This design comes from an exercise in tuning for small area, a short achievable clock period and few clock cycles on the open sky130 flow, not from production work. Function was checked by simulation only, so behaviour that the tests miss may differ from the original. Power is estimated from default activity; no workload was simulated.

==> flow/design.v <==
package mips_pkg;
    typedef struct packed {
        logic [5:0]         op;
        logic [5-1:0] rs;
        logic [5-1:0] rt;
        logic [5-1:0] rd;
        logic [4:0]         shamt;
        logic [5:0]         funct;
    } r_fmt_t;
    typedef struct packed {
        logic [5:0]         op;
        logic [5-1:0] rs;
        logic [5-1:0] rt;
        logic [15:0]        imm;
    } i_fmt_t;
    typedef struct packed {
        logic [5:0]  op;
        logic [25:0] target;
    } j_fmt_t;
    typedef union packed {
        r_fmt_t r_fmt;
        i_fmt_t i_fmt;
        j_fmt_t j_fmt;
    } instr_t;
    typedef enum logic [3:0] {
        ALU_ADD, ALU_SUB, ALU_AND, ALU_OR, ALU_XOR,
        ALU_SLT, ALU_SLTU, ALU_SLL, ALU_SRL, ALU_LUI
    } alu_op_e;
    typedef enum logic [2:0] {
        MEM_NONE, MEM_LW, MEM_LB, MEM_LBU, MEM_SW, MEM_SB
    } mem_op_e;
    typedef enum logic [1:0] {
        FWD_REG, FWD_MEM, FWD_WB
    } fwd_sel_e;
    typedef struct packed {
        logic [32-1:0] pc;
        instr_t           instr;
    } if_id_t;
    typedef struct packed {
        logic               valid;
        logic [32-1:0]   pc;
        logic [32-1:0]   rs_val;
        logic [32-1:0]   rt_val;
        logic [5-1:0] rs;
        logic [5-1:0] rt;
        logic [5-1:0] dest;
        logic [32-1:0]   imm;
        logic [4:0]         shamt;
        alu_op_e            alu_op;
        logic               use_imm;
        mem_op_e            mem_op;
        logic               reg_write;
        logic               is_beq;
        logic               is_bne;
        logic               is_jump;
        logic [32-1:0]   jump_target;
    } id_ex_t;
    typedef struct packed {
        logic               valid;
        logic [32-1:0]   alu_result;
        logic [32-1:0]   store_data;
        logic [5-1:0] dest;
        mem_op_e            mem_op;
        logic               reg_write;
    } ex_mem_t;
    typedef struct packed {
        logic               valid;
        logic [32-1:0]   result;
        logic [5-1:0] dest;
        logic               reg_write;
    } mem_wb_t;
endpackage
module register_file (
    input  logic               clk,
    input  logic [5-1:0] rd_a,
    input  logic [5-1:0] rd_b,
    input  logic [5-1:0] wr_idx,
    input  logic               wr_en,
    input  logic [32-1:0]   wr_data,
    output logic [32-1:0]   a_val,
    output logic [32-1:0]   b_val
);
    logic [32-1:0] regs [1:32-1];
    always_ff @(posedge clk) begin
        if (wr_en && wr_idx != '0) begin
            regs[wr_idx] <= wr_data;
        end
    end
    logic [32-1:0] sel_a, sel_b;
    assign sel_a = 32'(1) << rd_a;
    assign sel_b = 32'(1) << rd_b;
    always_comb begin
        a_val = '0;
        b_val = '0;
        for (int i = 1; i < 32; i++) begin
            a_val = a_val | (regs[i] & {32{sel_a[i]}});
            b_val = b_val | (regs[i] & {32{sel_b[i]}});
        end
    end
endmodule
module cpu (
    input  logic             clk,
    input  logic             rst,
    input  logic [32-1:0] im_out,
    output logic [32-1:0] im_addr,
    output logic             im_en,
    input  logic [32-1:0] dm_out,
    output logic [32-1:0] dm_addr,
    output logic [32-1:0] dm_in,
    output logic             dm_en,
    output logic [3:0]       dm_byte
);
    logic [29:0] pcw;           
    logic        st_q;          
    logic        fd_v;
    logic [31:0] fd_ins;
    logic [29:0] fd_alt;        
    logic        fd_pt;         
    logic        de_v;
    logic [31:0] de_a;          
    logic [31:0] de_x;          
    logic [31:0] de_sd;         
    logic        de_sub;
    logic        de_arith, de_and, de_or, de_xor, de_slt, de_sltu, de_sll, de_srl;
    logic [4:0]  de_sh;
    logic [4:0]  de_dest;
    logic        de_wen;
    logic        de_ld, de_lb, de_lbs, de_sw, de_sb;
    logic        de_br, de_bne, de_pt;
    logic [29:0] de_alt;
    logic [31:0] em_res;
    logic [31:0] em_din;
    logic [3:0]  em_byte;
    logic        em_den;
    logic        em_wen;
    logic [4:0]  em_dest;
    logic        em_ld, em_lb, em_lbs;
    logic        e_mis;
    logic [31:0] res;
    logic [31:0] wb_data;
    function automatic logic [1:0] uses(input logic [31:0] ins);
        logic [5:0] op;
        logic [5:0] fn;
        logic       r, rok, shift, ialu, ld, st, br;
        op    = ins[31:26];
        fn    = ins[5:0];
        r     = op == 6'h00;
        shift = r && (fn == 6'h00 || fn == 6'h02);
        rok   = shift || (r && (fn == 6'h21 || fn == 6'h23 || fn == 6'h24
                                || fn == 6'h25 || fn == 6'h26 || fn == 6'h2a
                                || fn == 6'h2b));
        ialu  = op == 6'h09 || op == 6'h0a || op == 6'h0c || op == 6'h0d
                || op == 6'h0e;
        ld    = op == 6'h20 || op == 6'h23 || op == 6'h24;
        st    = op == 6'h28 || op == 6'h2b;
        br    = op == 6'h04 || op == 6'h05;
        uses  = {(rok && !shift) || ialu || ld || st || br, rok || st || br};
    endfunction
    logic [29:0] pcw_inc;
    logic [5:0]  f_op;
    logic        f_j, f_br, f_pt;
    logic [29:0] f_btgt, f_tgt;
    logic [1:0]  f_use;
    assign im_addr = {pcw, 2'b00};
    assign im_en   = !st_q;
    assign pcw_inc = pcw + 30'd1;
    assign f_op    = im_out[31:26];
    assign f_j     = f_op == 6'h02;
    assign f_br    = f_op == 6'h04 || f_op == 6'h05;
    assign f_pt    = f_j || (f_br && ((im_out[25:21] == im_out[20:16]) ? !f_op[0]
                                                                        : (f_op[0] || im_out[15])));
    assign f_btgt  = pcw_inc + {{14{im_out[15]}}, im_out[15:0]};
    assign f_tgt   = f_j ? {pcw_inc[29:26], im_out[25:0]} : f_btgt;
    assign f_use   = uses(im_out);
    always_ff @(posedge clk) begin
        if (rst) begin
            pcw <= '0;
        end else if (e_mis) begin
            pcw <= de_alt;
        end else if (!st_q) begin
            pcw <= f_pt ? f_tgt : pcw_inc;
        end
    end
    always_ff @(posedge clk) begin
        if (rst || e_mis) begin
            fd_v <= 1'b0;
        end else if (!st_q) begin
            fd_v <= 1'b1;
        end
        if (!st_q) begin
            fd_ins <= im_out;
            fd_alt <= f_pt ? pcw_inc : f_btgt;
            fd_pt  <= f_pt;
        end
    end
    logic [5:0]  d_op, d_fn;
    logic [4:0]  d_rs, d_rt, d_rd, d_dest;
    logic [15:0] d_imm;
    logic        d_r, d_sll, d_srl, d_addu, d_subu, d_and, d_or, d_xor, d_slt, d_sltu, d_rok;
    logic        d_addiu, d_slti, d_andi, d_ori, d_xori, d_lui;
    logic        d_lb, d_lw, d_lbu, d_sb, d_sw, d_beq, d_bne;
    logic        d_ld, d_st, d_ialu, d_ui, d_urs, d_urt, d_wen;
    logic        fe_a, fe_b, fm_a, fm_b;
    logic [31:0] rf_a, rf_b, d_a, d_b, d_immx;
    assign d_op   = fd_ins[31:26];
    assign d_rs   = fd_ins[25:21];
    assign d_rt   = fd_ins[20:16];
    assign d_rd   = fd_ins[15:11];
    assign d_fn   = fd_ins[5:0];
    assign d_imm  = fd_ins[15:0];
    assign d_r    = d_op == 6'h00;
    assign d_sll  = d_r && d_fn == 6'h00;
    assign d_srl  = d_r && d_fn == 6'h02;
    assign d_addu = d_r && d_fn == 6'h21;
    assign d_subu = d_r && d_fn == 6'h23;
    assign d_and  = d_r && d_fn == 6'h24;
    assign d_or   = d_r && d_fn == 6'h25;
    assign d_xor  = d_r && d_fn == 6'h26;
    assign d_slt  = d_r && d_fn == 6'h2a;
    assign d_sltu = d_r && d_fn == 6'h2b;
    assign d_rok  = d_sll || d_srl || d_addu || d_subu || d_and || d_or || d_xor
                    || d_slt || d_sltu;
    assign d_addiu = d_op == 6'h09;
    assign d_slti  = d_op == 6'h0a;
    assign d_andi  = d_op == 6'h0c;
    assign d_ori   = d_op == 6'h0d;
    assign d_xori  = d_op == 6'h0e;
    assign d_lui   = d_op == 6'h0f;
    assign d_lb    = d_op == 6'h20;
    assign d_lw    = d_op == 6'h23;
    assign d_lbu   = d_op == 6'h24;
    assign d_sb    = d_op == 6'h28;
    assign d_sw    = d_op == 6'h2b;
    assign d_beq   = d_op == 6'h04;
    assign d_bne   = d_op == 6'h05;
    assign d_ld   = d_lb || d_lw || d_lbu;
    assign d_st   = d_sb || d_sw;
    assign d_ialu = d_addiu || d_slti || d_andi || d_ori || d_xori || d_lui;
    assign d_ui   = d_ialu || d_ld || d_st;
    assign {d_urs, d_urt} = uses(fd_ins);
    assign d_dest = d_r ? d_rd : d_rt;
    assign d_wen  = (d_rok || d_ialu || d_ld) && d_dest != 5'd0;
    assign d_immx = d_lui ? {d_imm, 16'h0000}
                  : (d_andi || d_ori || d_xori) ? {16'h0000, d_imm}
                  : {{16{d_imm[15]}}, d_imm};
    register_file u_regs (
        .clk     (clk),
        .rd_a    (d_rs),
        .rd_b    (d_rt),
        .wr_idx  (em_dest),
        .wr_en   (em_wen),
        .wr_data (wb_data),
        .a_val   (rf_a),
        .b_val   (rf_b)
    );
    assign fe_a = de_v && de_wen && !de_ld && de_dest == d_rs;
    assign fe_b = de_v && de_wen && !de_ld && de_dest == d_rt;
    assign fm_a = em_wen && em_dest == d_rs;
    assign fm_b = em_wen && em_dest == d_rt;
    assign d_a = d_lui ? 32'd0 : fe_a ? res : fm_a ? wb_data : rf_a;
    assign d_b = fe_b ? res : fm_b ? wb_data : rf_b;
    always_ff @(posedge clk) begin
        if (rst) begin
            st_q <= 1'b0;
        end else begin
            st_q <= !e_mis && !st_q && fd_v && d_ld && d_wen
                    && ((f_use[1] && im_out[25:21] == d_dest)
                        || (f_use[0] && im_out[20:16] == d_dest));
        end
    end
    always_ff @(posedge clk) begin
        if (rst || e_mis || st_q) begin
            de_v <= 1'b0;
        end else begin
            de_v <= fd_v;
        end
        de_a     <= d_a;
        de_x     <= d_ui ? d_immx : d_b;
        de_sd    <= d_b;
        de_sub   <= d_subu || d_slt || d_sltu || d_slti;
        de_arith <= d_addu || d_subu || d_addiu || d_ld || d_st;
        de_and   <= d_and || d_andi;
        de_or    <= d_or || d_ori || d_lui;
        de_xor   <= d_xor || d_xori;
        de_slt   <= d_slt || d_slti;
        de_sltu  <= d_sltu;
        de_sll   <= d_sll;
        de_srl   <= d_srl;
        de_sh    <= fd_ins[10:6];
        de_dest  <= d_dest;
        de_wen   <= d_wen;
        de_ld    <= d_ld;
        de_lb    <= d_lb || d_lbu;
        de_lbs   <= d_lb;
        de_sw    <= d_sw;
        de_sb    <= d_sb;
        de_br    <= d_beq || d_bne;
        de_bne   <= d_bne;
        de_pt    <= fd_pt;
        de_alt   <= fd_alt;
    end
    logic [31:0] bx, sum, shl, shr;
    logic        co, lt_s, lt_u, eq, taken;
    assign bx = de_x ^ {32{de_sub}};
    assign {co, sum} = {1'b0, de_a} + {1'b0, bx} + {32'd0, de_sub};
    assign lt_u = !co;
    assign lt_s = (de_a[31] == bx[31]) ? de_a[31] : sum[31];
    assign shl  = de_x << de_sh;
    assign shr  = de_x >> de_sh;
    assign res = ({32{de_arith}} & sum)
               | ({32{de_and}}   & (de_a & bx))
               | ({32{de_or}}    & (de_a | bx))
               | ({32{de_xor}}   & (de_a ^ bx))
               | ({32{de_sll}}   & shl)
               | ({32{de_srl}}   & shr)
               | {31'd0, (de_slt && lt_s) || (de_sltu && lt_u)};
    assign eq    = de_a == de_sd;
    assign taken = de_bne ? !eq : eq;
    assign e_mis = de_v && de_br && (taken != de_pt);
    always_ff @(posedge clk) begin
        if (rst) begin
            em_den  <= 1'b0;
            em_byte <= 4'b0000;
            em_wen  <= 1'b0;
        end else begin
            em_den  <= de_v && (de_ld || de_sw || de_sb);
            em_byte <= !de_v ? 4'b0000
                     : de_sw ? 4'b1111
                     : de_sb ? (4'b0001 << sum[1:0])
                     : 4'b0000;
            em_wen  <= de_v && de_wen;
        end
        em_res  <= res;
        em_din  <= de_sb ? {4{de_sd[7:0]}} : de_sd;
        em_dest <= de_dest;
        em_ld   <= de_ld;
        em_lb   <= de_lb;
        em_lbs  <= de_lbs;
    end
    logic [7:0] ld_byte;
    assign dm_addr = {em_res[31:2], 2'b00};
    assign dm_in   = em_din;
    assign dm_en   = em_den;
    assign dm_byte = em_byte;
    assign ld_byte = dm_out[8*em_res[1:0] +: 8];
    assign wb_data = !em_ld ? em_res
                   : em_lb  ? {{24{em_lbs && ld_byte[7]}}, ld_byte}
                   : dm_out;
endmodule
==> flow/run.sh <==
#!/bin/bash
# synth_recipe.tcl (not shown) runs the flow's synth.tcl, then flattens the netlist and writes it again
# the make line also repeats each setting of config.mk as NAME=value (left out here)
make -C /OpenROAD-flow-scripts/flow DESIGN_CONFIG=/design/flow/config.mk WORK_HOME=/design/flow/orfs CLKGATE_MAP_FILE= SYNTH_SCRIPT=/design/flow/synth_recipe.tcl finish
==> flow/config.mk <==
export PLATFORM = sky130hd
export DESIGN_NAME = cpu
export DESIGN_NICKNAME = cpu
export VERILOG_FILES = /design/flow/design.v
export SDC_FILE = /design/flow/constraint.sdc
export NUM_CORES = 4
export LEC_CHECK = 0
export CAP_MARGIN = 20
export CORE_MARGIN = 2
export CORE_UTILIZATION = 40
export SLEW_MARGIN = 20
==> flow/constraint.sdc <==
create_clock -name core_clock -period 10.0 [get_ports {clk}]
set_input_delay 2.0000 -clock core_clock [delete_from_list [all_inputs] [get_ports {clk}]]
set_output_delay 2.0000 -clock core_clock [all_outputs]
set_load 0.01 [all_outputs]
==> results.py, run 1 <==
metrics = {
    "routing": {
        "drc": 0,
        "via_count": 55300,
        "ant_nets": 0,
        "dr.pass1.iters": 14,
        "wl_mm": 305,
        "drtIter0Drc": 13100,
        "wl_per_cell_um": 40.4,
        "routed_via_density": 7.32,
    },
    "die": {
        "io_pins": 168,
        "die_height_um": 400,
        "core-area_um2": 156000,
        "fp.dieW_um": 400,
        "placementRows": 145,
        "die_area_um2": 160000,
        "start_util": 0.402,
    },
    "synth": {
        "synth_area_um2": 62700,
        "synth_xor_area_frac": 0.0240,
        "synthArstFlopShare": 0,
        "syn_inst": 5304,
        "synth_ff_type": "edfxtp_1",
        "yosysSeqAreaShare": 0.590,
        "synth_compound_area_frac": 0.196,
        "yosys-top-cells-count": "edfxtp_1, a22oi_1, nor2_1",
        "yosysMostFrequentCell": "edfxtp_1",
        "avgSynthCellArea_um2": 11.8,
        "yosysTopAreaCell": "edfxtp_1",
        "synth_cell_types": 87,
        "synthAdderAreaFrac": 0.0194,
        "yosys.area_share.simple": 0.0981,
        "synth_top_area_frac": 0.505,
        "ys_top_cells_by_area": "edfxtp_1, dfxtp_1, a22oi_1",
        "ys_seq_elements": 1320,
        "synth_top_family_by_area": "compound AO/OA/AOI/OAI gates",
        "ys_warn_count": 2,
        "synth.mux.area_fraction": 0.0355,
        "synth_edf_count": 1055,
    },
    "sta": {
        "setup_viol": 0,
        "skew_ns": 0.0376,
        "fmax_ghz": 0.196,
        "hold_viol": 0,
        "fin_crit_sh": 0.510,
        "timing.hold.ws_ns": 0.336,
        "rsz0062_at_grt": "no",
        "min_period_ns": 5.10,
        "maxSlewHeadroom": 0.137,
        "final.setup.tns_ns": 0,
        "finalWorstSetupSlack_ns": 4.90,
        "slew_violations": 0,
        "tightestPinTransition_ns": 1.29,
    },
    "layout": {
        "final_area_um2": 72000,
        "layout-area-overhead-vs-synth_pct": 14.8,
        "nNetsFinal": 5537,
        "fin_cells": 7551,
        "layout-drive-gt1-share": 0.111,
    },
    "run_status": {
        "status": "complete, no violations",
    },
    "pwr": {
        "leakagePower_nw": 25.3,
        "power_density_nw_per_um2": 192,
        "pwr-share-seq": 0.474,
        "combPwrFrac": 0.145,
        "swShare": 0.282,
        "pwr-share-clk": 0.381,
        "power.switching_mw": 3.89,
        "p_int_mw": 9.92,
        "ir_worst_vdd_mv": 0.153,
    },
    "min_path": {
        "holdPathStages": 0,
        "min_from": "fd_alt[21]",
        "min_to": "de_alt[21]",
        "min_path_type": "reg -> reg",
    },
    "critical_path": {
        "cp_common_cell": "o21ai_0",
        "worstReg2RegEnd": "de_x[31]",
        "cp_slowest_cell": "o21ai_0",
        "max_stage_delay_ns": 0.84,
        "reg2regPathDepth": 15,
        "worstPathCellList": "buf_4 > xor2_1 > inv_1 > ha_1 > and2_1 > o21ai_0 > a21boi_0 > a311oi_1 > o31a_1 > o21ai_1 > a41o_1 > mux2i_1 > o21ai_0 > nand2_1 > a31oi_1",
        "cp-start-kind": "register",
        "critPathMaxFanout": 20,
        "reg2reg_from": "de_sub",
        "crit_arrival_ns": 5.78,
        "crit_type": "reg -> reg",
        "crit_path_end_kind": "register",
        "cp.required_ns": 10.68,
        "rrSetupSlack_ns": 4.90,
    },
    "global_route": {
        "track_usage": 0.370,
        "grt_max_degree": 75,
        "grt_pass1_vias": 51500,
        "grt_pass1_wl_mm": 410,
        "grt-ovfl-total": 0,
        "antenna_found_initial": 12,
    },
    "place": {
        "placed_area_um2": 67400,
        "place.gp.congestion": 1.04,
        "place_inst": 7291,
        "post-place-ws_ns": 4.22,
        "place.detailed.hpwl_mm": 174,
        "portBuffers": 163,
    },
    "clock_network": {
        "cts-resized-gates": 0,
        "numCtsBuffers": 140,
        "post-cts-setup-buffers": 0,
        "htree_num_levels": 4,
        "clkSinkCount": 1320,
        "clk_path_buf_depth": 3,
        "root_buffer": "clkbuf_16",
        "clk_pin_slew_ns": 0.06,
        "worstSkewPairLatency_ns": 0.80,
        "cts_tree": "built",
        "cts_hold_buf": 0,
    },
    "flow_run": {
        "maxCapViolCount": 0,
    },
}
## per-stage QoR
| stage | power, mW | util |
|---|---|---|
| 2_1_floorplan | 7.62 | - |
| 3_3_place_gp | 8.51 | 0.432 |
| 3_5_place_dp | 8.52 | 0.432 |
| 4_1_cts | 13.7 | 0.461 |
| 5_1_grt | 14.1 | 0.461 |
| 6_report | 13.8 | 0.462 |
## layer usage
metal,share of wire,track usage
met5,0.00054,0.00757
met2,0.39,0.496
met1,0.35,0.479
met4,0.082,0.231
met3,0.18,0.170
## state kept, by name, indices dropped and copies added (netlist names), 4 cells and up
signal / flops
fd_alt: 30
em_dest: 5
de_alt: 30
de_sh: 5
em_din: 32
de_sd: 32
de_dest: 5
em_byte: 4
em_res: 32
de_a: 32
u_regs.regs: 992
pcw: 30
fd_ins: 32
de_x: 32
## placed cells by master (no fill, tap or decap), types with 110 or more instances in the layout
master,Yosys,layout
dfxtp_1,265,261
xor2_1,110,110
clkdlybuf4s50_1,0,163
a22o_1,173,173
buf_4,34,173
edfxtp_1,1055,1055
nor2_1,401,306
o21ai_0,158,156
a221oi_1,187,187
inv_1,169,169
nand3_1,140,137
nand2_1,345,345
clkbuf_16,0,142
a22oi_1,578,578
nand4_1,113,113
a21oi_1,224,196
## worst max-delay path, delay by kind of cell, from the launching register on
kind | cells | cell delay, ns
buffers and inverters | 2 | 0.55
muxes | 1 | 0.12
and+or+nand+nor | 2 | 0.38
DFF | 1 | 0.75
xor gates and xnor gates | 1 | 0.24
adders and majority gates | 1 | 0.42
AOI/OAI and AO/OA | 8 | 2.52
## logic make-up after synthesis
family | Yosys count
buf+inv | 584
simple gates | 1304
compound gates | 1668
xor+xnor | 172
fa+ha+maj | 96
other cells | 1
mux | 159
flops | 1320
## cell type report
class                           count  area, um^2
Fill cell                       14100       84000
Sequential cell                  1320       37000
Multi-Input combinational cell   3403       24300
Clock buffer                      177        3710
Timing Repair Buffer              336        2930
Tap cell                         2058        2570
Clock inverter                     75         821
Inverter                          174         654
Antenna cell                        8        20.0
## power groups by stage
stage	Sequential [mW]	Combinational, mW	Clock, mW
3_5_place_dp	6.63	1.89	0
2_1_floorplan	6.47	1.15	0
6_report	6.54	2.00	5.26
3_3_place_gp	6.63	1.88	0
5_1_grt	6.53	2.09	5.47
4_1_cts	6.52	1.90	5.26
## worst max-delay path by stage
stage | start | to | slack (ns) | depth (start not counted)
finish | de_sub | de_x[31] | 4.90 | 15
floorplan | im_out[0] | pcw[24] | 5.27 | 13
detailed placement | im_out[0] | pcw[24] | 4.22 | 14
global placement | im_out[0] | pcw[24] | 4.26 | 14
CTS | im_out[0] | pcw[24] | 4.99 | 14
global route | im_out[0] | pcw[24] | 4.67 | 14
Testbench counts, summed over its fixed seeds: cycles 465,033.
==> run 2: changes to the inputs <==
--- a/flow/design.v
+++ b/flow/design.v
@@ -114,7 +114,7 @@
     logic        st_q;          
     logic        fd_v;
     logic [31:0] fd_ins;
-    logic [29:0] fd_alt;        
+    logic [13:0] fd_alt_hi;     
     logic        fd_pt;         
     logic        de_v;
     logic [31:0] de_a;          
@@ -127,14 +127,14 @@
     logic        de_wen;
     logic        de_ld, de_lb, de_lbs, de_sw, de_sb;
     logic        de_br, de_bne, de_pt;
-    logic [29:0] de_alt;
     logic [31:0] em_res;
     logic [31:0] em_din;
     logic [3:0]  em_byte;
     logic        em_den;
     logic        em_wen;
     logic [4:0]  em_dest;
-    logic        em_ld, em_lb, em_lbs;
+    logic        em_nld, em_lw;
+    logic [3:0]  em_lb, em_ls;    
     logic        e_mis;
     logic [31:0] res;
     logic [31:0] wb_data;
@@ -156,30 +156,50 @@
         br    = op == 6'h04 || op == 6'h05;
         uses  = {(rok && !shift) || ialu || ld || st || br, rok || st || br};
     endfunction
-    logic [29:0] pcw_inc;
+    logic        mis_q;
+    logic [29:0] alt_q;
+    logic [29:0] pc, pc_inc;
     logic [5:0]  f_op;
-    logic        f_j, f_br, f_pt;
-    logic [29:0] f_btgt, f_tgt;
+    logic        f_j, f_br, f_pt, sel_bt;
     logic [1:0]  f_use;
-    assign im_addr = {pcw, 2'b00};
+    logic [16:0] f_lo;
+    logic [13:0] f_hi, f_hi_p, f_hi_m, f_hi_t;
+    logic [29:0] f_btgt;
+    assign pc      = mis_q ? alt_q : pcw;
+    assign im_addr = {pc, 2'b00};
     assign im_en   = !st_q;
-    assign pcw_inc = pcw + 30'd1;
+    assign pc_inc  = pc + 30'd1;
     assign f_op    = im_out[31:26];
     assign f_j     = f_op == 6'h02;
     assign f_br    = f_op == 6'h04 || f_op == 6'h05;
     assign f_pt    = f_j || (f_br && ((im_out[25:21] == im_out[20:16]) ? !f_op[0]
                                                                         : (f_op[0] || im_out[15])));
-    assign f_btgt  = pcw_inc + {{14{im_out[15]}}, im_out[15:0]};
-    assign f_tgt   = f_j ? {pcw_inc[29:26], im_out[25:0]} : f_btgt;
     assign f_use   = uses(im_out);
+    assign f_lo = {1'b0, pc[15:0]} + {1'b0, im_out[15:0]} + 17'd1;
+    assign f_hi = pc[29:16];
+    always_comb begin
+        for (int i = 0; i < 14; i++) begin
+            f_hi_p[i] = f_hi[i] ^ (&(f_hi | ~(14'h3fff >> (14 - i))));
+            f_hi_m[i] = f_hi[i] ^ ~(|(f_hi & (14'h3fff >> (14 - i))));
+        end
+    end
+    assign f_hi_t = (im_out[15] == f_lo[16]) ? f_hi : f_lo[16] ? f_hi_p : f_hi_m;
+    assign f_btgt = {f_hi_t, f_lo[15:0]};
+    assign sel_bt = !st_q && f_br && f_pt;
+    logic [29:0] f_alt;
+    assign f_alt  = f_pt ? pc_inc : f_btgt;
     always_ff @(posedge clk) begin
         if (rst) begin
-            pcw <= '0;
-        end else if (e_mis) begin
-            pcw <= de_alt;
-        end else if (!st_q) begin
-            pcw <= f_pt ? f_tgt : pcw_inc;
+            pcw   <= '0;
+            mis_q <= 1'b0;
+        end else begin
+            pcw   <= sel_bt ? f_btgt
+                   : st_q   ? pc
+                   : f_j    ? {pc_inc[29:26], im_out[25:0]}
+                   : pc_inc;
+            mis_q <= e_mis;
         end
+        alt_q <= de_x[29:0];
     end
     always_ff @(posedge clk) begin
         if (rst || e_mis) begin
@@ -188,8 +208,8 @@
             fd_v <= 1'b1;
         end
         if (!st_q) begin
-            fd_ins <= im_out;
-            fd_alt <= f_pt ? pcw_inc : f_btgt;
+            fd_ins    <= {im_out[31:16], f_br ? f_alt[15:0] : im_out[15:0]};
+            fd_alt_hi <= f_alt[29:16];
             fd_pt  <= f_pt;
         end
     end
@@ -199,9 +219,10 @@
     logic        d_r, d_sll, d_srl, d_addu, d_subu, d_and, d_or, d_xor, d_slt, d_sltu, d_rok;
     logic        d_addiu, d_slti, d_andi, d_ori, d_xori, d_lui;
     logic        d_lb, d_lw, d_lbu, d_sb, d_sw, d_beq, d_bne;
-    logic        d_ld, d_st, d_ialu, d_ui, d_urs, d_urt, d_wen;
+    logic        d_br;
+    logic        d_ld, d_st, d_ialu, d_ui, d_sub, d_urs, d_urt, d_wen;
     logic        fe_a, fe_b, fm_a, fm_b;
-    logic [31:0] rf_a, rf_b, d_a, d_b, d_immx;
+    logic [31:0] rf_a, rf_b, d_a, d_b, d_x, d_immx;
     assign d_op   = fd_ins[31:26];
     assign d_rs   = fd_ins[25:21];
     assign d_rt   = fd_ins[20:16];
@@ -235,8 +256,10 @@
     assign d_bne   = d_op == 6'h05;
     assign d_ld   = d_lb || d_lw || d_lbu;
     assign d_st   = d_sb || d_sw;
+    assign d_br   = d_beq || d_bne;
     assign d_ialu = d_addiu || d_slti || d_andi || d_ori || d_xori || d_lui;
     assign d_ui   = d_ialu || d_ld || d_st;
+    assign d_sub  = d_subu || d_slt || d_sltu || d_slti;
     assign {d_urs, d_urt} = uses(fd_ins);
     assign d_dest = d_r ? d_rd : d_rt;
     assign d_wen  = (d_rok || d_ialu || d_ld) && d_dest != 5'd0;
@@ -257,8 +280,21 @@
     assign fe_b = de_v && de_wen && !de_ld && de_dest == d_rt;
     assign fm_a = em_wen && em_dest == d_rs;
     assign fm_b = em_wen && em_dest == d_rt;
-    assign d_a = d_lui ? 32'd0 : fe_a ? res : fm_a ? wb_data : rf_a;
-    assign d_b = fe_b ? res : fm_b ? wb_data : rf_b;
+    logic s_ea, s_ma, s_ra, s_eb, s_mb, s_rb, s_ex, s_mx, s_rx;
+    assign s_ea = !d_lui && fe_a;
+    assign s_ma = !d_lui && !fe_a && fm_a;
+    assign s_ra = !d_lui && !fe_a && !fm_a;
+    assign s_eb = fe_b;
+    assign s_mb = !fe_b && fm_b;
+    assign s_rb = !fe_b && !fm_b;
+    assign s_ex = !d_ui && !d_br && s_eb;
+    assign s_mx = !d_ui && !d_br && s_mb;
+    assign s_rx = !d_ui && !d_br && s_rb;
+    assign d_a = ({32{s_ea}} & res) | ({32{s_ma}} & wb_data) | ({32{s_ra}} & rf_a);
+    assign d_b = ({32{s_eb}} & res) | ({32{s_mb}} & wb_data) | ({32{s_rb}} & rf_b);
+    assign d_x = ({32{s_ex}} & res) | ({32{s_mx}} & wb_data) | ({32{s_rx}} & rf_b)
+               | ({32{d_ui}} & d_immx)
+               | ({32{d_br}} & {2'b00, fd_alt_hi, fd_ins[15:0]});    
     always_ff @(posedge clk) begin
         if (rst) begin
             st_q <= 1'b0;
@@ -275,9 +311,9 @@
             de_v <= fd_v;
         end
         de_a     <= d_a;
-        de_x     <= d_ui ? d_immx : d_b;
+        de_x     <= d_x ^ {32{d_sub}};
         de_sd    <= d_b;
-        de_sub   <= d_subu || d_slt || d_sltu || d_slti;
+        de_sub   <= d_sub;
         de_arith <= d_addu || d_subu || d_addiu || d_ld || d_st;
         de_and   <= d_and || d_andi;
         de_or    <= d_or || d_ori || d_lui;
@@ -297,16 +333,22 @@
         de_br    <= d_beq || d_bne;
         de_bne   <= d_bne;
         de_pt    <= fd_pt;
-        de_alt   <= fd_alt;
     end
     logic [31:0] bx, sum, shl, shr;
     logic        co, lt_s, lt_u, eq, taken;
-    assign bx = de_x ^ {32{de_sub}};
+    assign bx = de_x;
     assign {co, sum} = {1'b0, de_a} + {1'b0, bx} + {32'd0, de_sub};
     assign lt_u = !co;
     assign lt_s = (de_a[31] == bx[31]) ? de_a[31] : sum[31];
-    assign shl  = de_x << de_sh;
-    assign shr  = de_x >> de_sh;
+    logic [31:0] sh_in, sh_out;
+    always_comb begin
+        for (int i = 0; i < 32; i++) begin
+            sh_in[i] = de_sll ? de_sd[31-i] : de_sd[i];
+            shl[i]   = sh_out[31-i];
+        end
+    end
+    assign sh_out = sh_in >> de_sh;
+    assign shr    = sh_out;
     assign res = ({32{de_arith}} & sum)
                | ({32{de_and}}   & (de_a & bx))
                | ({32{de_or}}    & (de_a | bx))
@@ -333,17 +375,21 @@
         em_res  <= res;
         em_din  <= de_sb ? {4{de_sd[7:0]}} : de_sd;
         em_dest <= de_dest;
-        em_ld   <= de_ld;
-        em_lb   <= de_lb;
-        em_lbs  <= de_lbs;
+        em_nld  <= !de_ld;
+        em_lw   <= de_ld && !de_lb;
+        em_lb   <= {4{de_ld && de_lb}} & (4'b0001 << sum[1:0]);
+        em_ls   <= {4{de_ld && de_lbs}} & (4'b0001 << sum[1:0]);
     end
     logic [7:0] ld_byte;
+    logic       ld_sign;
     assign dm_addr = {em_res[31:2], 2'b00};
     assign dm_in   = em_din;
     assign dm_en   = em_den;
     assign dm_byte = em_byte;
-    assign ld_byte = dm_out[8*em_res[1:0] +: 8];
-    assign wb_data = !em_ld ? em_res
-                   : em_lb  ? {{24{em_lbs && ld_byte[7]}}, ld_byte}
-                   : dm_out;
+    assign ld_byte = ({8{em_lb[0]}} & dm_out[7:0])   | ({8{em_lb[1]}} & dm_out[15:8])
+                   | ({8{em_lb[2]}} & dm_out[23:16]) | ({8{em_lb[3]}} & dm_out[31:24]);
+    assign ld_sign = (em_ls[0] && dm_out[7])  || (em_ls[1] && dm_out[15])
+                  || (em_ls[2] && dm_out[23]) || (em_ls[3] && dm_out[31]);
+    assign wb_data = ({32{em_nld}} & em_res) | ({32{em_lw}} & dm_out)
+                   | {{24{ld_sign}}, ld_byte};
 endmodule
==> flow/flow/run.sh (new file) <==
#!/bin/bash
export SETUP_SLACK_MARGIN=6.5
bash standard.sh > standard.log 2>&1
==> flow/standard.sh (new file) <==
#!/bin/bash
# synth_recipe.tcl (not shown) runs the flow's synth.tcl, then flattens the netlist and writes it again
# the make line also repeats each setting of config.mk as NAME=value (left out here)
make -C /OpenROAD-flow-scripts/flow DESIGN_CONFIG=/design/flow/config.mk WORK_HOME=/design/flow/orfs CLKGATE_MAP_FILE= SYNTH_SCRIPT=/design/flow/synth_recipe.tcl "${@:-finish}"
--- a/flow/config.mk
+++ b/flow/config.mk
@@ -7,5 +7,8 @@
 export LEC_CHECK = 0
 export CAP_MARGIN = 20
 export CORE_MARGIN = 2
-export CORE_UTILIZATION = 40
+export CORE_UTILIZATION = 55
+export CTS_CLUSTER_DIAMETER = 150
+export CTS_CLUSTER_SIZE = 20
 export SLEW_MARGIN = 20
+export TNS_END_PERCENT = 10
removed: flow/run.sh
==> run 2 against run 1 <==
  * Largest cell class unchanged
  * Global-route usage rose by 15 points
  * Critical path type unchanged
  * Cell count is 8.4% lower
  * Routed wire length rose by 3.0%
  * Still clean
  * Largest power group unchanged
==> results.py, run 2 <==
metrics = {
    "run_status": {
        "status": "complete, no violations",
    },
    "critical_path": {
        "crit_arrival_ns": 4.74,
        "cp.required_ns": 10.61,
        "crit_type": "reg -> reg",
        "crit_buf_inv": 2,
        "cp_slowest_cell": "nor3_1",
        "crit_path_end_kind": "register",
        "cp_common_cell": "buf_4",
        "max_stage_delay_ns": 0.98,
        "cp-start-kind": "register",
        "critPathMaxFanout": 17,
        "worstPathCellList": "nand2b_2 > nor2_4 > buf_4 > buf_4 > a22o_1 > a221oi_1 > nand3_1 > nor3_1 > nor2_1 > a221o_1",
        "path_delay_family": "simple AND/OR/NAND/NOR gates",
    },
    "synth": {
        "ys_top_cells_by_area": "edfxtp_1, dfxtp_1, a22oi_1",
        "syn_inst": 5180,
        "ys_warn_count": 2,
        "yosysMostFrequentCell": "edfxtp_1",
        "ys_seq_elements": 1312,
        "synth_area_um2": 62600,
        "yosysSeqAreaShare": 0.586,
        "synth_ff_type": "edfxtp_1",
        "yosys-top-cells-count": "edfxtp_1, a22oi_1, clkbuf_1",
        "avgSynthCellArea_um2": 12.1,
        "synth_edf_count": 1039,
        "synthArstFlopShare": 0,
        "synth_top_area_frac": 0.498,
        "synth_cell_types": 89,
        "yosysTopAreaCell": "edfxtp_1",
    },
    "pwr": {
        "combPwrFrac": 0.184,
        "ir_worst_vdd_mv": 0.198,
        "power_density_nw_per_um2": 167,
        "swShare": 0.302,
        "pwr-share-seq": 0.544,
        "power.switching_mw": 3.64,
        "pwr-share-clk": 0.272,
        "finalPower_mw": 12.1,
        "p_int_mw": 8.41,
        "leakagePower_nw": 24.7,
    },
    "clock_network": {
        "clk_path_buf_depth": 3,
        "cts_hold_buf": 0,
        "htree_num_levels": 3,
        "worstSkewPairLatency_ns": 0.74,
        "cts_tree": "built",
        "root_buffer": "clkbuf_16",
        "clkSinkCount": 1312,
        "numCtsBuffers": 75,
        "clk_pin_slew_ns": 0.11,
    },
    "die": {
        "placementRows": 123,
        "die_height_um": 341,
        "fp.dieW_um": 341,
        "core-area_um2": 113000,
        "io_pins": 168,
        "die_area_um2": 117000,
        "start_util": 0.556,
    },
    "routing": {
        "ant_nets": 0,
        "via_count": 56700,
        "drc": 0,
        "dr.pass1.iters": 13,
        "drtIter0Drc": 13000,
        "routed_via_density": 8.19,
        "wl_per_cell_um": 45.4,
        "wl_mm": 314,
    },
    "sta": {
        "timing.hold.ws_ns": 0.399,
        "slew_violations": 0,
        "hold_viol": 0,
        "skew_ns": 0.0368,
        "maxSlewHeadroom": 0.141,
        "rsz0062_at_grt": "yes",
        "min_period_ns": 4.13,
        "fmax_ghz": 0.242,
        "fin_crit_sh": 0.413,
        "tightestPinTransition_ns": 1.28,
        "final.setup.tns_ns": 0,
        "setup_viol": 0,
    },
    "layout": {
        "layout_common_cells": "edfxtp_1, a22oi_1, nand2_1, buf_4, dfxtp_1",
        "layout-drive-gt1-share": 0.173,
        "final_common_cell": "edfxtp_1",
        "nNetsFinal": 5530,
        "nFillCells": 8675,
        "final_core_util": 0.640,
        "largest_register": "u_regs.regs",
        "largest_reg_flops": 992,
        "layout-area-overhead-vs-synth_pct": 15.3,
        "fin_cells": 6920,
    },
    "place": {
        "place.detailed.hpwl_mm": 181,
        "portBuffers": 163,
        "place_inst": 6611,
        "place.gp.congestion": 1.04,
    },
    "global_route": {
        "grt_pass1_wl_mm": 421,
        "antenna_found_initial": 25,
        "track_usage": 0.525,
        "grt_pass1_vias": 52300,
        "grt-ovfl-total": 0,
        "grt_max_degree": 60,
    },
    "flow_run": {
        "maxCapViolCount": 0,
    },
    "min_path": {
        "min_path_type": "reg -> reg",
    },
}
run 2: changes by cell type after synthesis, sizes merged, moves of 19 or more:
cell	delta
a21o	-29
a21oi	-67
a221o	+49
a22o	+20
nand2	-51
nand3	+33
nand4	-19
nor2	-101
o21ai	+30
xnor2	+24
xor2	-47
run 2: power groups by stage:
stage / logic [mW] / registers [mW] / clock network [mW]
6_report: 2.21 / 6.56 / 3.28
5_1_grt: 2.27 / 6.54 / 3.42
4_1_cts: 2.07 / 6.52 / 3.24
3_5_place_dp: 1.89 / 6.64 / 0
3_3_place_gp: 1.88 / 6.65 / 0
2_1_floorplan: 1.17 / 6.42 / 0
run 2: layer usage:
metal  GRT usage  up-vias  wire, um  share of wire
met5      0.0159        -       401         0.0013
met3       0.255     1947     57200           0.18
li1            -    21100         -              -
met2       0.727     6426    125000           0.40
met4       0.393       28     31900           0.10
met1       0.628    27200     99500           0.32
run 2: cells by family (layout without fill, tap and decap cells):
group | count (synthesis) | in the layout | share of synthesized area
flops | 1312 | 1312 | 0.586
other cells | 1 | 18 | 0.0000599
simple gates | 1168 | 1169 | 0.0899
buf+inv | 571 | 785 | 0.0372
compound gates | 1694 | 1702 | 0.204
xor+xnor | 149 | 149 | 0.0209
fa+ha+maj | 84 | 84 | 0.0172
mux | 201 | 201 | 0.0452
run 2: worst reg2reg max path, stage by stage (launching register included):
cell	delay, ns
edfxtp_1	0.57
nand2b_2	0.50
nor2_4	0.06
buf_4	0.30
buf_4	0.42
a22o_1	0.32
a221oi_1	0.25
nand3_1	0.13
nor3_1	0.98
nor2_1	0.17
a221o_1	0.31
run 2: layout make-up:
cell class                 count  area [um^2]  share of cell area
sequential                  1312        36700               0.509
clock buffer                  96         1980              0.0274
inverter                     163          651             0.00902
tap                         1500         1880              0.0260
multi-input combinational   3309        25800               0.357
antenna                       14         35.0            0.000486
timing repair buffer         519         5000              0.0692
clock inverter                 7          125             0.00173
run 2: worst paths after layout:
check | start | to | slack [ns] | cells after the start
worst min-delay path | fd_pt | de_pt | 0.40 | 0
worst max-delay path | fd_ins[21] | de_a[31] | 5.87 | 10
worst min register to register | fd_pt | de_pt | 0.40 | 0
worst max register to register | fd_ins[21] | de_a[31] | 5.87 | 10
run 2: timing repair:
| action | in CTS | in global routing |
|---|---|---|
| pin swaps | 98 | 7 |
| cloned | 15 | 2 |
| gates resized for setup | 539 | 35 |
| endpoints found under the setup margin | 1019 | 221 |
| buffers inserted | 156 | 19 |
run 2: metrics by stage:
stage	cell area (um^2)	worst slack (ns)
3_5_place_dp	66600	4.26
3_3_place_gp	66600	4.32
5_1_grt	72100	5.83
6_report	72100	5.87
4_1_cts	71800	5.96
2_1_floorplan	62800	5.56
Testbench counts of run 2, summed over its fixed seeds: cycles 465,033.
==> run 3: changes to the inputs <==
--- a/flow/config.mk
+++ b/flow/config.mk
@@ -11,4 +11,4 @@
 export CTS_CLUSTER_DIAMETER = 150
 export CTS_CLUSTER_SIZE = 20
 export SLEW_MARGIN = 20
-export TNS_END_PERCENT = 10
+export TNS_END_PERCENT = 0
==> run 3 against run 2 <==
  * Synthesized cell count stayed put
  * Critical path depth is 2 higher
  * First-iteration DRC count is 2.7% higher
  * Sequential power hardly changed
  * Synthesized area stayed put
  * Largest cell class unchanged
  * Clock power hardly changed
  * Setup slack worse by 0.081 ns
  * Flip-flop and latch count stayed put
  * Largest power group unchanged
  * Critical path type unchanged
  * Fmax is 1.9% lower
  * Combinational power is 5% lower
  * Clock skew is 0.015 ns higher
  * Routed wire length is 1.3% lower
==> results.py, run 3 <==
metrics = {
    "critical_path": {
        "crit_arrival_ns": 4.83,
        "crit_path_end_kind": "register",
        "cp_slowest_cell": "nor4_2",
        "cp.required_ns": 10.63,
        "worstPathCellList": "buf_4 > nand2_2 > nor2b_4 > buf_4 > buf_4 > a22oi_1 > nand2_1 > nor4_2 > a31oi_1 > mux2_2 > a221oi_2 > xnor2_1",
        "crit_type": "reg -> reg",
        "max_stage_delay_ns": 0.77,
        "cp-start-kind": "register",
        "critPathMaxFanout": 16,
        "cp_common_cell": "buf_4",
    },
    "place": {
        "place.detailed.hpwl_mm": 183,
        "portBuffers": 163,
        "place.gp.congestion": 1.05,
        "post-place-ws_ns": 4.43,
    },
    "synth": {
        "synth_xor_area_frac": 0.0209,
        "avgSynthCellArea_um2": 12.1,
        "synth_edf_count": 1039,
        "synth_cell_types": 89,
        "synth_compound_area_frac": 0.204,
        "yosysMostFrequentCell": "edfxtp_1",
        "ys_seq_elements": 1312,
        "synth.mux.area_fraction": 0.0452,
        "yosys-top-cells-count": "edfxtp_1, a22oi_1, clkbuf_1",
        "yosysSeqAreaShare": 0.586,
        "synth_top_area_frac": 0.498,
        "synth_area_um2": 62600,
        "synthArstFlopShare": 0,
        "synth_top_family_by_area": "compound AO/OA/AOI/OAI gates",
        "synth_ff_type": "edfxtp_1",
        "synthAdderAreaFrac": 0.0172,
        "syn_inst": 5180,
        "yosysTopAreaCell": "edfxtp_1",
        "ys_warn_count": 2,
        "yosys.area_share.simple": 0.0899,
        "ys_top_cells_by_area": "edfxtp_1, dfxtp_1, a22oi_1",
    },
    "layout": {
        "nNetsFinal": 5450,
        "layout_common_cells": "edfxtp_1, a22oi_1, nand2_1",
        "multi_input_area_um2": 25200,
        "layout-area-overhead-vs-synth_pct": 12.6,
        "largest_reg_flops": 992,
        "seq_area_um2": 36700,
        "final_common_cell": "edfxtp_1",
        "nFillCells": 8875,
        "layout-drive-gt1-share": 0.141,
        "largest_register": "u_regs.regs",
    },
    "run_status": {
        "status": "complete, no violations",
    },
    "sta": {
        "fin_crit_sh": 0.421,
        "finalWorstSetupSlack_ns": 5.79,
        "final.setup.tns_ns": 0,
        "tightestPinTransition_ns": 1.34,
        "hold_viol": 0,
        "skew_ns": 0.0517,
        "setup_viol": 0,
        "slew_violations": 0,
        "fmax_ghz": 0.238,
        "maxSlewHeadroom": 0.102,
        "min_period_ns": 4.21,
        "rsz0062_at_grt": "yes",
    },
    "global_route": {
        "grt_pass1_wl_mm": 417,
        "track_usage": 0.517,
        "antenna_found_initial": 27,
        "grt_pass1_vias": 51100,
        "grt_max_degree": 60,
        "grt-ovfl-total": 0,
    },
    "min_path": {
        "min_path_type": "reg -> reg",
    },
    "flow_run": {
        "maxCapViolCount": 0,
    },
    "routing": {
        "drtIter0Drc": 13400,
        "via_count": 56100,
        "wl_mm": 310,
        "wl_met1_mm": 98.7,
        "drc": 0,
        "routed-wl-met2_mm": 125,
        "ant_nets": 0,
        "dr.pass1.iters": 13,
        "routed_via_density": 8.21,
        "wl_met3_mm": 55.8,
        "wl_per_cell_um": 45.4,
        "top_layer_used": "met5",
    },
    "die": {
        "die_height_um": 341,
        "io_pins": 168,
        "die_area_um2": 117000,
        "core-area_um2": 113000,
        "placementRows": 123,
        "fp.dieW_um": 341,
        "start_util": 0.556,
    },
    "clock_network": {
        "clkSinkCount": 1312,
        "cts_tree": "built",
        "htree_num_levels": 3,
        "numCtsBuffers": 75,
        "clk_pin_slew_ns": 0.11,
        "root_buffer": "clkbuf_16",
        "clk_path_buf_depth": 3,
        "worstSkewPairLatency_ns": 0.72,
        "cts_hold_buf": 0,
    },
    "pwr": {
        "leakagePower_nw": 24.1,
        "ir_worst_vdd_mv": 0.187,
        "power_density_nw_per_um2": 169,
    },
}
run 3: cell counts after synthesis:
Identical to the previous run, type by type.
run 3: path summary, 6_finish.rpt:
path	slack, ns	cells after the start	from	to
worst max-delay path	5.79	12	fd_ins[17]	de_x[16]
worst min-delay path	0.34	0	fd_pt	de_pt
worst max register to register	5.79	12	fd_ins[17]	de_x[16]
worst min register to register	0.34	0	fd_pt	de_pt
run 3: cells by family (layout without fill, tap and decap cells):
group,after synthesis,in the layout
AOI/OAI and AO/OA,1694,1694
DFF,1312,1312
and+or+nand+nor,1168,1169
buffers and inverters,571,715
muxes,201,201
xor gates and xnor gates,149,149
adders and majority gates,84,84
other,1,11
run 3: through the flow:
stage	hold slack [ns]	instance area [um^2]	std cells	power (mW)	util
2_1_floorplan	0.323	62700	5183	7.58	-
3_3_place_gp	0.358	66500	6615	8.53	0.590
3_5_place_dp	0.330	66500	6616	8.54	0.590
4_1_cts	0.334	70000	6800	11.7	0.621
5_1_grt	0.348	70400	6828	12.1	0.625
6_report	0.339	70500	6835	11.9	0.625
run 3: final cells by class:
type | instances | share of cell area
diodes | 7 | 0.000249
clock buffers | 99 | 0.0285
clock inverters | 6 | 0.00105
inverters | 163 | 0.00902
multi-input cells | 3301 | 0.358
flip-flops and latches | 1312 | 0.521
well taps | 1500 | 0.0266
repair buffers | 447 | 0.0561
run 3: report_power, final:
| part | leakage (nW) | internal, mW | switching (mW) |
|---|---|---|---|
| Combinational | 11.2 | 0.733 | 1.38 |
| Clock | 1.01 | 1.42 | 1.84 |
| Sequential | 11.9 | 6.20 | 0.327 |
| Total | 24.1 | 8.35 | 3.55 |
run 3: metal layers:
metal	vias up	global-route usage
met4	40	0.375
met5	-	0.000408
met2	6418	0.723
met3	1817	0.233
li1	20900	-
met1	26900	0.633
run 3: worst max-delay path: cells and delay by family, from the launching register on:
kind / cells / cell delay (ns)
compound gates: 3 / 0.72
xor+xnor: 1 / 0.15
buf+inv: 3 / 0.97
flops: 1 / 0.52
mux: 1 / 0.35
simple gates: 4 / 1.39
run 3: timing repair:
action	CTS	global route
gates resized for setup	242	60
setup buffers	72	27
pin swaps	22	22
gates cloned	7	1
setup endpoints to repair	745	269
==> run 4: changes to the inputs <==
==> flow/run.sh (new file) <==
#!/bin/bash
# synth_recipe.tcl (not shown) runs the flow's synth.tcl, then flattens the netlist and writes it again
# the make line also repeats each setting of config.mk as NAME=value (left out here)
make -C /OpenROAD-flow-scripts/flow DESIGN_CONFIG=/design/flow/config.mk WORK_HOME=/design/flow/orfs CLKGATE_MAP_FILE= SYNTH_SCRIPT=/design/flow/synth_recipe.tcl finish
--- a/flow/config.mk
+++ b/flow/config.mk
@@ -10,5 +10,6 @@
 export CORE_UTILIZATION = 55
 export CTS_CLUSTER_DIAMETER = 150
 export CTS_CLUSTER_SIZE = 20
+export SETUP_SLACK_MARGIN = 5
 export SLEW_MARGIN = 20
-export TNS_END_PERCENT = 0
+export TNS_END_PERCENT = 10
removed: flow/flow/run.sh
removed: flow/standard.sh
==> run 4 against run 3 <==
  * Still clean
  * Fmax shrank 17%
  * Cell count shrank 1.4%
  * Clock power hardly changed
  * Register-to-register slack lost 0.87 ns
  * Critical path depth fell by 1
  * Non-clock buffer count down 103
  * Highest routed layer unchanged
==> results.py, run 4 <==
metrics = {
    "clock_network": {
        "root_buffer": "clkbuf_16",
        "cts_hold_buf": 0,
        "numCtsBuffers": 75,
        "clkSinkCount": 1312,
        "htree_num_levels": 3,
        "clk_pin_slew_ns": 0.10,
        "worstSkewPairLatency_ns": 0.75,
        "cts_tree": "built",
        "clk_path_buf_depth": 3,
    },
    "layout": {
        "layout-drive-gt1-share": 0.103,
        "largest_reg_flops": 992,
        "final_common_cell": "edfxtp_1",
        "final_core_util": 0.610,
        "fin_cells": 6737,
        "final_area_um2": 68800,
        "layout-area-overhead-vs-synth_pct": 9.85,
        "layout_common_cells": "edfxtp_1, a22oi_1, nand2_1",
        "nNetsFinal": 5346,
        "seq_area_um2": 36700,
        "multi_input_area_um2": 24400,
        "nFillCells": 8958,
        "largest_register": "u_regs.regs",
    },
    "critical_path": {
        "reg2reg_from": "fd_ins[16]",
        "critPathMaxFanout": 21,
        "crit_arrival_ns": 5.57,
        "worstPathCellList": "nand2_1 > nor2_4 > buf_4 > a22oi_1 > nand4_1 > nor2_1 > nand4_1 > a22oi_1 > o21ai_0 > a22o_1 > o311ai_0",
        "worstReg2RegEnd": "de_x[15]",
        "cp-start-kind": "register",
        "path_delay_family": "simple AND/OR/NAND/NOR gates",
        "max_stage_delay_ns": 0.99,
        "rrSetupSlack_ns": 4.92,
        "crit_path_end_kind": "register",
        "reg2regPathDepth": 11,
        "crit_type": "reg -> reg",
        "crit_buf_inv": 1,
        "cp.required_ns": 10.49,
        "cp_slowest_cell": "nor2_4",
    },
    "global_route": {
        "track_usage": 0.511,
        "grt_pass1_wl_mm": 411,
        "grt_max_degree": 60,
        "antenna_found_initial": 17,
        "grt-ovfl-total": 0,
        "grt_pass1_vias": 50400,
    },
    "routing": {
        "top_layer_used": "met5",
        "drc": 0,
        "wl_met3_mm": 54.7,
        "routed_via_density": 8.20,
        "ant_nets": 0,
        "via_count": 55200,
        "drtIter0Drc": 12200,
        "wl_per_cell_um": 45.3,
        "dr.pass1.iters": 12,
        "wl_met1_mm": 98.0,
        "routed-wl-met2_mm": 123,
        "wl_mm": 305,
    },
    "synth": {
        "synth_ff_type": "edfxtp_1",
        "synth_xor_area_frac": 0.0209,
        "yosysSeqAreaShare": 0.586,
        "synth_top_family_by_area": "compound AO/OA/AOI/OAI gates",
        "ys_seq_elements": 1312,
        "synth_edf_count": 1039,
        "synth.mux.area_fraction": 0.0452,
        "synth_top_area_frac": 0.498,
        "synthAdderAreaFrac": 0.0172,
        "ys_warn_count": 2,
        "ys_top_cells_by_area": "edfxtp_1, dfxtp_1, a22oi_1",
        "yosys.area_share.simple": 0.0899,
        "synth_area_um2": 62600,
        "yosys-top-cells-count": "edfxtp_1, a22oi_1, clkbuf_1",
        "syn_inst": 5180,
        "synthArstFlopShare": 0,
        "avgSynthCellArea_um2": 12.1,
        "synth_compound_area_frac": 0.204,
        "yosysMostFrequentCell": "edfxtp_1",
        "yosysTopAreaCell": "edfxtp_1",
        "synth_cell_types": 89,
    },
    "die": {
        "die_height_um": 341,
        "core-area_um2": 113000,
        "io_pins": 168,
        "fp.dieW_um": 341,
        "placementRows": 123,
        "die_area_um2": 117000,
        "start_util": 0.556,
    },
    "min_path": {
        "min_path_type": "reg -> reg",
        "min_from": "fd_pt",
        "holdPathStages": 0,
        "min_to": "de_pt",
    },
    "pwr": {
        "combPwrFrac": 0.172,
        "leakagePower_nw": 23.3,
        "power.switching_mw": 3.53,
        "swShare": 0.298,
        "power_density_nw_per_um2": 172,
        "ir_worst_vdd_mv": 0.184,
        "finalPower_mw": 11.8,
        "p_int_mw": 8.31,
        "pwr-share-seq": 0.550,
        "pwr-share-clk": 0.278,
    },
    "place": {
        "place.detailed.hpwl_mm": 175,
        "portBuffers": 163,
        "placed_area_um2": 66500,
        "place.gp.congestion": 1.03,
        "place_inst": 6618,
    },
    "sta": {
        "setup_viol": 0,
        "final.setup.tns_ns": 0,
        "maxSlewHeadroom": 0.111,
        "rsz0062_at_grt": "yes",
        "min_period_ns": 5.08,
        "fin_crit_sh": 0.508,
        "fmax_ghz": 0.197,
        "slew_violations": 0,
        "hold_viol": 0,
        "tightestPinTransition_ns": 1.32,
        "skew_ns": 0.0603,
    },
    "run_status": {
        "status": "complete, no violations",
    },
    "flow_run": {
        "maxCapViolCount": 0,
    },
}
-- run 4: layer usage --
metal,up-vias,track usage
li1,20700,-
met1,26400,0.624
met2,6307,0.714
met3,1850,0.245
met4,30,0.346
met5,-,0.00654
-- run 4: worst max-delay path by stage --
stage	start	to	cells past startpoint
floorplan	im_out[0]	fd_alt_hi[3]	14
global placement	im_out[0]	fd_alt_hi[3]	14
detailed placement	im_out[0]	fd_alt_hi[3]	14
CTS	im_out[0]	fd_alt_hi[6]	15
global route	mis_q	im_addr[24]	5
finish	fd_ins[16]	de_x[15]	11
-- run 4: worst reg2reg max path, stage by stage (launching register included) --
cell and delay (ns):
edfxtp_1 0.87, nand2_1 0.82, nor2_4 0.99, buf_4 0.68
a22oi_1 0.15, nand4_1 0.15, nor2_1 0.06, nand4_1 0.37
a22oi_1 0.19, o21ai_0 0.14, a22o_1 0.18, o311ai_0 0.26
-- run 4: final cells by class --
cell class / count / area share
Inverter: 163 / 0.00892
Clock inverter: 7 / 0.00226
Clock buffer: 98 / 0.0289
Multi-Input combinational cell: 3300 / 0.355
Tap cell: 1500 / 0.0273
Timing Repair Buffer: 344 / 0.0435
Sequential cell: 1312 / 0.533
Antenna cell: 13 / 0.000473
-- run 4: cell families (layout without fill, tap and decap cells) --
| family | count (synthesis) | count (layout) |
|---|---|---|
| XOR/XNOR | 149 | 149 |
| AO/OA/AOI/OAI | 1694 | 1694 |
| flip-flops | 1312 | 1312 |
| multiplexers | 201 | 201 |
| buffers and inverters | 571 | 612 |
| AND/OR/NAND/NOR | 1168 | 1168 |
| adder cells (fa/ha/maj) | 84 | 84 |
| other | 1 | 17 |
-- run 4: per-stage QoR --
stage / setup slack (ns) / hold slack, ns
global route: 4.89 / 0.380
finish: 4.92 / 0.378
global placement: 3.94 / 0.359
CTS: 4.99 / 0.373
floorplan: 5.10 / 0.323
detailed placement: 3.89 / 0.330
-- run 4: power groups by stage --
stage / Sequential [mW] / Combinational [mW] / Clock [mW]
2_1_floorplan: 6.42 / 1.16 / 0
3_3_place_gp: 6.63 / 1.90 / 0
3_5_place_dp: 6.63 / 1.91 / 0
4_1_cts: 6.50 / 1.91 / 3.25
5_1_grt: 6.51 / 2.09 / 3.45
6_report: 6.52 / 2.03 / 3.29
-- run 4: repair_timing --
item,CTS,global route
buffers inserted,0,0
cloned,0,0
gates resized for setup,4,7
endpoints found under the setup margin,24,28

==> port drivers added, routing unchanged <==
In the flow no input, the clock included, has a driving cell. The finished layouts below were timed again as built, in two steps.
Step 1: set_driving_cell puts a clkbuf_16 on clk and a buf_2 on each other input, an assumption about the parent block.
Step 2 moves the port delays by t, midway between the first and last clock arrival at a register: inputs arrive t later, outputs are due t later. That takes back most of the time a late clock gives input paths.
Slacks: ideal / step 1 / step 2; pairs: ideal / step 1.
run | t (ns) | setup slack, ns | worst setup path after step 2 | slew at the worst register clock pin (ns) | cell pins on the clock port's net
run 1 | 0.866 | 4.903 / 4.903 / 4.102 | input to register | 0.07 / 0.07 | 1
run 2 | 0.800 | 5.872 / 5.872 / 5.163 | input to register | 0.11 / 0.11 | 1
run 3 | 0.768 | 5.790 / 5.790 / 5.199 | input to register | 0.11 / 0.11 | 1
run 4 | 0.800 | 4.921 / 4.917 / 4.363 | input to register | 0.11 / 0.11 | 1
After both steps every run listed still meets setup and hold. For run 1, which loses most, drivers alone change the setup slack by 0.000 ns; drivers and shift together by -0.801 ns.
